What follows belongs to an exercise in optimizing a design on an open flow for small area; a production flow would make more cautious choices.
Only simulation tests tie the RTL to the original design; equivalence was not proved.
Power and IR drop assume default switching activity.

==> job 306 <==
## db_top
module db_top (
    input  logic                         clk,
    input  logic                         rst_n,
    input  logic                         lcu_start_i,
    input  logic [db_pkg::LCU_X_W-1:0]   lcu_x_i,
    input  logic [db_pkg::SAO_W-1:0]     lcu_sao_i,
    input  logic                         seg_valid_i,
    input  logic                         seg_ver_i,
    input  logic                         seg_lcu_edge_i,
    input  logic                         intra_i,
    input  logic                         tu_edge_i,
    input  logic                         pu_edge_i,
    input  logic                         cbf_p_i,
    input  logic                         cbf_q_i,
    input  logic [2*db_pkg::MV_W-1:0]    mv_p_i,
    input  logic [2*db_pkg::MV_W-1:0]    mv_q_i,
    input  logic [db_pkg::QP_W-1:0]      qp_i,
    input  logic [db_pkg::PIX4_W-1:0]    pix_p_i,
    input  logic [db_pkg::PIX4_W-1:0]    pix_q_i,
    output logic                         out_valid_o,
    output logic [db_pkg::BS_W-1:0]      out_bs_o,
    output logic [db_pkg::PIX4_W-1:0]    out_p_o,
    output logic [db_pkg::PIX4_W-1:0]    out_q_o
);
==> module db_luma_filter, before the edit <==
module db_luma_filter (
    input  logic                       bs_nz_i,      
    input  logic [db_pkg::TC_W-1:0]    tc_i,
    input  logic [7:0]                 t_i,          
    input  logic [db_pkg::PIX_W-1:0]   p0_i,
    input  logic [db_pkg::PIX_W-1:0]   p1_i,
    input  logic [db_pkg::PIX_W-1:0]   q0_i,
    input  logic [db_pkg::PIX_W-1:0]   q1_i,
    output logic [db_pkg::PIX_W-1:0]   p0_o,
    output logic [db_pkg::PIX_W-1:0]   q0_o
);
    logic signed [12:0] sum_w;
    logic [8:0]         delta_w;         
    logic               neg_w;
    logic [7:0]         x_w;
    logic               on_w, in_w;
    logic [5:0]         dclip_w;
    logic [9:0]         p0s_w, q0s_w;
    always_comb begin
        sum_w   = $signed({5'b0, q0_i, 3'b0}) + $signed({5'b0, q0_i}) + $signed({4'b0, p1_i, 1'b0}) + $signed({5'b0, p1_i})
                - $signed({5'b0, p0_i, 3'b0}) - $signed({5'b0, p0_i}) - $signed({4'b0, q1_i, 1'b0}) - $signed({5'b0, q1_i})
                + 13'sd8;
        delta_w = sum_w[12:4];
        neg_w   = delta_w[8];
        x_w     = delta_w[7:0] ^ {8{neg_w}};
        on_w    = {x_w, neg_w} < {t_i, 1'b1};            
        in_w    = {x_w, neg_w} < {3'b000, tc_i, 1'b1};   
        if (!on_w || !bs_nz_i)
            dclip_w = 6'd0;
        else if (in_w)
            dclip_w = delta_w[5:0];
        else if (neg_w)
            dclip_w = 6'd0 - {1'b0, tc_i};
        else
            dclip_w = {1'b0, tc_i};
        p0s_w = {2'b00, p0_i} + {{4{dclip_w[5]}}, dclip_w};
        q0s_w = {2'b00, q0_i} - {{4{dclip_w[5]}}, dclip_w};
        p0_o  = p0s_w[9] ? 8'h00 : (p0s_w[8] ? 8'hff : p0s_w[7:0]);
        q0_o  = q0s_w[9] ? 8'h00 : (q0s_w[8] ? 8'hff : q0s_w[7:0]);
    end
endmodule
==> module db_sao_offset, before the edit <==
module db_sao_offset (
    input  logic [8*db_pkg::PIX_W-1:0]  row_i,       
    input  logic [db_pkg::SAOE_W-1:0]   sao_p_i,
    input  logic [db_pkg::SAOE_W-1:0]   sao_q_i,
    output logic [8*db_pkg::PIX_W-1:0]  row_o
);
    logic [6:0] lt_w, gt_w;              
    for (genvar j = 0; j < 7; j++) begin : g_cmp
        logic [7:0] a, b;
        logic [8:0] l, e;
        assign a = row_i[PIX_W*j +: PIX_W];
        assign b = row_i[PIX_W*(j+1) +: PIX_W];
        always_comb begin
            l[8] = 1'b0;
            e[8] = 1'b1;
            for (int n = 7; n >= 0; n--) begin
                l[n] = l[n+1] | (e[n+1] & ~a[n] & b[n]);
                e[n] = e[n+1] & ~(a[n] ^ b[n]);
            end
        end
        assign lt_w[j] = l[0];
        assign gt_w[j] = ~l[0] & ~e[0];
    end
    logic [4:0] nbp_p, nbp_q;
    assign nbp_p = ~{sao_p_i[0], sao_p_i[16], sao_p_i[12], sao_p_i[8], sao_p_i[4]};
    assign nbp_q = ~{sao_q_i[0], sao_q_i[16], sao_q_i[12], sao_q_i[8], sao_q_i[4]};
    for (genvar i = 0; i < 8; i++) begin : g_pix
        logic [SAOE_W-1:0] w;
        logic [7:0]        c;
        logic [4:0]        nbp, k;
        logic              band, apply;
        logic              la, lb, ga, gb;   
        logic              neg, cat_on;
        logic [1:0]        sel;
        logic [3:0]        slot;
        logic [4:0]        b5;
        logic [8:0]        cy;
        logic [7:0]        s8, b8, res;
        logic              inc, dec, one, zero;
        assign w    = (i < 4) ? sao_p_i : sao_q_i;
        assign c    = row_i[PIX_W*i +: PIX_W];
        assign band = w[SAOE_W-1];
        assign nbp  = (i < 4) ? nbp_p : nbp_q;
        always_comb begin
            logic [5:0] kc;
            kc[0] = 1'b1;
            for (int n = 0; n < 5; n++) begin
                k[n]    = c[3+n] ^ nbp[n] ^ kc[n];
                kc[n+1] = (c[3+n] & nbp[n]) | (kc[n] & (c[3+n] ^ nbp[n]));
            end
        end
        if (i == 0 || i == 7) begin : g_end
            assign la = 1'b0;
            assign lb = 1'b0;
            assign ga = 1'b0;
            assign gb = 1'b0;
        end else begin : g_mid
            assign la = gt_w[i-1];
            assign ga = lt_w[i-1];
            assign lb = lt_w[i];
            assign gb = gt_w[i];
        end
        always_comb begin
            neg    = (ga && !lb) || (gb && !la);
            cat_on = (la || lb || ga || gb) && !(la && gb) && !(ga && lb);
            sel[1] = band ? k[1] : neg;
            sel[0] = band ? k[0] : ((ga && gb) || ((la ^ lb) && !ga && !gb));
            apply  = band ? (k[4:2] == 3'd0) : (w[0] && cat_on);
            case (sel)
                2'd0: slot = w[4:1];
                2'd1: slot = w[8:5];
                2'd2: slot = w[12:9];
                default: slot = w[16:13];
            endcase
            b5 = {band ? slot[2] : neg, band ? slot[2] : slot[3], slot[2:0]};
            if (!apply)
                b5 = 5'd0;
            cy[0] = apply && !band && neg;
            for (int n = 0; n < 4; n++) begin
                s8[n]   = c[n] ^ b5[n] ^ cy[n];
                cy[n+1] = (c[n] & b5[n]) | (cy[n] & (c[n] ^ b5[n]));
            end
            inc = cy[4] & ~b5[4];
            dec = ~cy[4] & b5[4];
            one = 1'b1;
            zero = 1'b1;
            for (int n = 4; n < 8; n++) begin
                s8[n] = c[n] ^ ((inc & one) | (dec & zero));
                one   = one & c[n];
                zero  = zero & ~c[n];
            end
            if (inc & one)
                res = 8'hff;
            else if (dec & zero)
                res = 8'h00;
            else
                res = s8;
        end
        assign row_o[PIX_W*i +: PIX_W] = res;
    end
endmodule
==> flow/config.mk <==
export PLATFORM = sky130hd
export DESIGN_NAME = db_top
export DESIGN_NICKNAME = db_top
export VERILOG_FILES = /design/flow/design.v
export SDC_FILE = /design/flow/constraint.sdc
export NUM_CORES = 4
export LEC_CHECK = 0
export CAP_MARGIN = 20
export CORE_MARGIN = 2
export CORE_UTILIZATION = 60
export CTS_BUF_LIST = sky130_fd_sc_hd__clkbuf_8
export CTS_CLUSTER_DIAMETER = 60
export CTS_CLUSTER_SIZE = 16
export GPL_TIMING_DRIVEN = 0
export SLEW_MARGIN = 20
==> flow/constraint.sdc <==
create_clock -name core_clock -period 12.0 [get_ports {clk}]
set_input_delay 2.4000 -clock core_clock [delete_from_list [all_inputs] [get_ports {clk}]]
set_output_delay 2.4000 -clock core_clock [all_outputs]
set_load 0.01 [all_outputs]
standard.sh (not shown) runs the stock make flow with config.mk's settings and CLKGATE_MAP_FILE= SYNTH_SCRIPT=/design/flow/synth_recipe.tcl, a recipe that flattens the netlist after the stock synthesis.
==> flow/flow/run.sh <==
#!/bin/bash
set -euo pipefail
W=$(pwd)
sed "/^  log_cmd abc {\*}\$abc_args\$/i\\  set abc_args [lreplace \$abc_args 1 1 $W/flow/abc_area.script]" \
    "$FLOW_HOME/scripts/synth.tcl" > "$W/synth_area.tcl"
grep -q "abc_area.script" "$W/synth_area.tcl"
sed "s#source \$::env(SCRIPTS_DIR)/synth.tcl#source $W/synth_area.tcl#" synth_recipe.tcl > "$W/synth_recipe_area.tcl"
grep -q "synth_area.tcl" "$W/synth_recipe_area.tcl"
bash standard.sh \
    SYNTH_SCRIPT="$W/synth_recipe_area.tcl" \
    ADDER_MAP_FILE= \
    BUFFER_PORTS_ARGS="-buffer_cell sky130_fd_sc_hd__buf_1" \
    CTS_ARGS="-sink_clustering_enable -repair_clock_nets -dont_use_dummy_load -buf_list sky130_fd_sc_hd__clkbuf_8 -sink_clustering_size 16 -sink_clustering_max_diameter 60" \
    finish > make.log 2>&1
==> flow/flow/abc_area.script <==
strash
&get -n
&fraig -x
&put
scorr
dc2
strash
dch -f
amap -m -F 2 -A 8
topo
stime -c
==> job 6695 (differences from job 306) <==
--- a/flow/design.v
+++ b/flow/design.v
@@ -210,6 +210,31 @@
     logic [7:0]         x_w;
     logic               on_w, in_w;
-    logic [5:0]         dclip_w;
-    logic [9:0]         p0s_w, q0s_w;
+    logic [5:0]         b_w;
+    logic               ci_w;
+    function automatic logic [7:0] sat_add(input logic [7:0] c, input logic [5:0] b, input logic ci);
+        logic [8:0] cy;
+        logic [7:0] s;
+        logic       inc, dec, one, zero;
+        cy[0] = ci;
+        for (int n = 0; n < 5; n++) begin
+            s[n]    = c[n] ^ b[n] ^ cy[n];
+            cy[n+1] = (c[n] & b[n]) | (cy[n] & (c[n] ^ b[n]));
+        end
+        inc  = cy[5] & ~b[5];
+        dec  = ~cy[5] & b[5];
+        one  = 1'b1;
+        zero = 1'b1;
+        for (int n = 5; n < 8; n++) begin
+            s[n] = c[n] ^ ((inc & one) | (dec & zero));
+            one  = one & c[n];
+            zero = zero & ~c[n];
+        end
+        if (inc & one)
+            sat_add = 8'hff;
+        else if (dec & zero)
+            sat_add = 8'h00;
+        else
+            sat_add = s;
+    endfunction
     always_comb begin
         sum_w   = $signed({5'b0, q0_i, 3'b0}) + $signed({5'b0, q0_i}) + $signed({4'b0, p1_i, 1'b0}) + $signed({5'b0, p1_i})
@@ -221,16 +246,17 @@
         on_w    = {x_w, neg_w} < {t_i, 1'b1};            
         in_w    = {x_w, neg_w} < {3'b000, tc_i, 1'b1};   
-        if (!on_w || !bs_nz_i)
-            dclip_w = 6'd0;
-        else if (in_w)
-            dclip_w = delta_w[5:0];
-        else if (neg_w)
-            dclip_w = 6'd0 - {1'b0, tc_i};
-        else
-            dclip_w = {1'b0, tc_i};
-        p0s_w = {2'b00, p0_i} + {{4{dclip_w[5]}}, dclip_w};
-        q0s_w = {2'b00, q0_i} - {{4{dclip_w[5]}}, dclip_w};
-        p0_o  = p0s_w[9] ? 8'h00 : (p0s_w[8] ? 8'hff : p0s_w[7:0]);
-        q0_o  = q0s_w[9] ? 8'h00 : (q0s_w[8] ? 8'hff : q0s_w[7:0]);
+        if (in_w) begin
+            b_w  = delta_w[5:0];
+            ci_w = 1'b0;
+        end else begin
+            b_w  = {1'b0, tc_i} ^ {6{neg_w}};
+            ci_w = neg_w;
+        end
+        if (!on_w || !bs_nz_i) begin
+            b_w  = 6'd0;
+            ci_w = 1'b0;
+        end
+        p0_o = sat_add(p0_i, b_w, ci_w);
+        q0_o = sat_add(q0_i, ~b_w, ~ci_w);
     end
 endmodule
--- a/flow/flow/run.sh
+++ b/flow/flow/run.sh
@@ -11,4 +11,4 @@
     ADDER_MAP_FILE= \
     BUFFER_PORTS_ARGS="-buffer_cell sky130_fd_sc_hd__buf_1" \
-    CTS_ARGS="-sink_clustering_enable -repair_clock_nets -dont_use_dummy_load -buf_list sky130_fd_sc_hd__clkbuf_8 -sink_clustering_size 16 -sink_clustering_max_diameter 60" \
+    CTS_ARGS="-sink_clustering_enable -repair_clock_nets -dont_use_dummy_load -buf_list sky130_fd_sc_hd__clkbuf_16 -sink_clustering_size 30 -sink_clustering_max_diameter 100" \
     finish > make.log 2>&1
==> flow/flow/abc_area.script (replaced) <==
strash
&get -n
&fraig -x
&put
scorr
dc2
strash
&get -n
&deepsyn -T 300
&put
dch -f
amap -m -F 2 -A 8
topo
stime -c
==> flow/config.mk (replaced) <==
export PLATFORM = sky130hd
export DESIGN_NAME = db_top
export DESIGN_NICKNAME = db_top
export VERILOG_FILES = /design/flow/design.v
export SDC_FILE = /design/flow/constraint.sdc
export NUM_CORES = 4
export LEC_CHECK = 0
export CAP_MARGIN = 20
export CORE_MARGIN = 2
export CORE_UTILIZATION = 40
export CTS_BUF_LIST = sky130_fd_sc_hd__clkbuf_16
export CTS_CLUSTER_DIAMETER = 100
export CTS_CLUSTER_SIZE = 30
export SLEW_MARGIN = 20
==> job 5497 (differences from job 306) <==
--- a/flow/design.v
+++ b/flow/design.v
@@ -275,5 +275,4 @@
         logic [8:0]        cy;
         logic [7:0]        s8, b8, res;
-        logic              inc, dec, one, zero;
         assign w    = (i < 4) ? sao_p_i : sao_q_i;
         assign c    = row_i[PIX_W*i +: PIX_W];
@@ -315,23 +314,10 @@
                 b5 = 5'd0;
             cy[0] = apply && !band && neg;
-            for (int n = 0; n < 4; n++) begin
-                s8[n]   = c[n] ^ b5[n] ^ cy[n];
-                cy[n+1] = (c[n] & b5[n]) | (cy[n] & (c[n] ^ b5[n]));
+            b8    = {{3{b5[4]}}, b5};
+            for (int n = 0; n < 8; n++) begin
+                s8[n]   = c[n] ^ b8[n] ^ cy[n];
+                cy[n+1] = (c[n] & b8[n]) | (cy[n] & (c[n] ^ b8[n]));
             end
-            inc = cy[4] & ~b5[4];
-            dec = ~cy[4] & b5[4];
-            one = 1'b1;
-            zero = 1'b1;
-            for (int n = 4; n < 8; n++) begin
-                s8[n] = c[n] ^ ((inc & one) | (dec & zero));
-                one   = one & c[n];
-                zero  = zero & ~c[n];
-            end
-            if (inc & one)
-                res = 8'hff;
-            else if (dec & zero)
-                res = 8'h00;
-            else
-                res = s8;
+            res = (cy[8] ^ b5[4]) ? {8{~b5[4]}} : s8;
         end
         assign row_o[PIX_W*i +: PIX_W] = res;
==> flow/flow/run.sh (replaced) <==
#!/bin/bash
set -euo pipefail
bash standard.sh \
    BUFFER_PORTS_ARGS="-buffer_cell sky130_fd_sc_hd__buf_1" \
    RECOVER_POWER=100 \
    finish > make.log 2>&1
--- a/flow/config.mk
+++ b/flow/config.mk
@@ -8,8 +8,7 @@
 export CAP_MARGIN = 20
 export CORE_MARGIN = 2
-export CORE_UTILIZATION = 60
+export CORE_UTILIZATION = 40
 export CTS_BUF_LIST = sky130_fd_sc_hd__clkbuf_8
 export CTS_CLUSTER_DIAMETER = 60
 export CTS_CLUSTER_SIZE = 16
-export GPL_TIMING_DRIVEN = 0
 export SLEW_MARGIN = 20
removed: flow/flow/abc_area.script
==> summary of the runs <==
Between job 6695 and job 5497, the lower clock power is in job 6695 (gap 19%, measured against job 5497).
In job 306 the sequential share of layout area is higher than in job 5497, by 6.7 points.
Maximum frequency: job 5497 < job 306 < job 6695.
Register-to-register slack, highest first: job 6695, job 306, job 5497.
Job 6695 completed with no timing, DRC or antenna violations. Job 5497 produced a layout that fails on capacitance limit, slew limit. Job 306 produced a clean layout.
Core utilization: job 5497 < job 6695 < job 306.
==> figures <==
metric                                                             job 6695         job 306                       job 5497
Total Die Area                                                   61500 um^2      42200 um^2                     72200 um^2
Share of the synthesized area in the top cell type                    34.3%           33.6%                          29.1%
Time the worst path needs with I/O delays and setup                10690 ps        11030 ps                       11280 ps
Outcome                                                      finished clean  finished clean       finished with violations
Reasons for failing layout checks                                         -               -  capacitance limit, slew limit
Power Total                                                         4.98 mW         5.06 mW                        8.15 mW
TritonCTS buffer count                                                   25              42                             48
Synthesized-area fraction occupied by and/or/nand/nor cells           13.1%           13.6%                          8.38%
Core area                                                        58900 um^2      39900 um^2                     69700 um^2
H-tree depth reported by CTS                                              1               2                              2
DP Cell Count                                                          3532            3344                           3485
LEAKAGE                                                             9.18 nW         9.10 nW                        12.2 nW

-- port drivers added, routing unchanged --
How much do the figures lean on ideal ports? The routed layouts below were timed once more, with nothing changed but the port constraints. Step 1, drivers: a clkbuf_16 drives clk and a buf_2 each remaining input, both assumed. Step 2 moves the port delays by t, midway between the first and last clock arrival at a register: inputs arrive t later, outputs are due t later. That takes back most of the time a late clock gives input paths. a / b / c = no drivers / after step 1 / after step 2; a / b = the first two.
run | t, ns | setup WS [ns] | latest minus earliest clock arrival (ns) | slew at the worst register clock pin (ns) | worst slew at a driven data input, ns
job 306 | 0.657 | 0.968 / 0.994 / 0.337 | 0.104 / 0.104 | 0.10 / 0.10 | 0.06
job 6695 | 0.631 | 1.313 / 1.346 / 0.715 | 0.094 / 0.093 | 0.11 / 0.11 | 0.05
job 5497 | 0.724 | 0.722 / 0.763 / 0.038 | 0.065 / 0.065 | 0.11 / 0.11 | 0.07
For job 5497, which loses most, drivers alone change the setup slack by +0.041 ns; drivers and shift together by -0.684 ns.
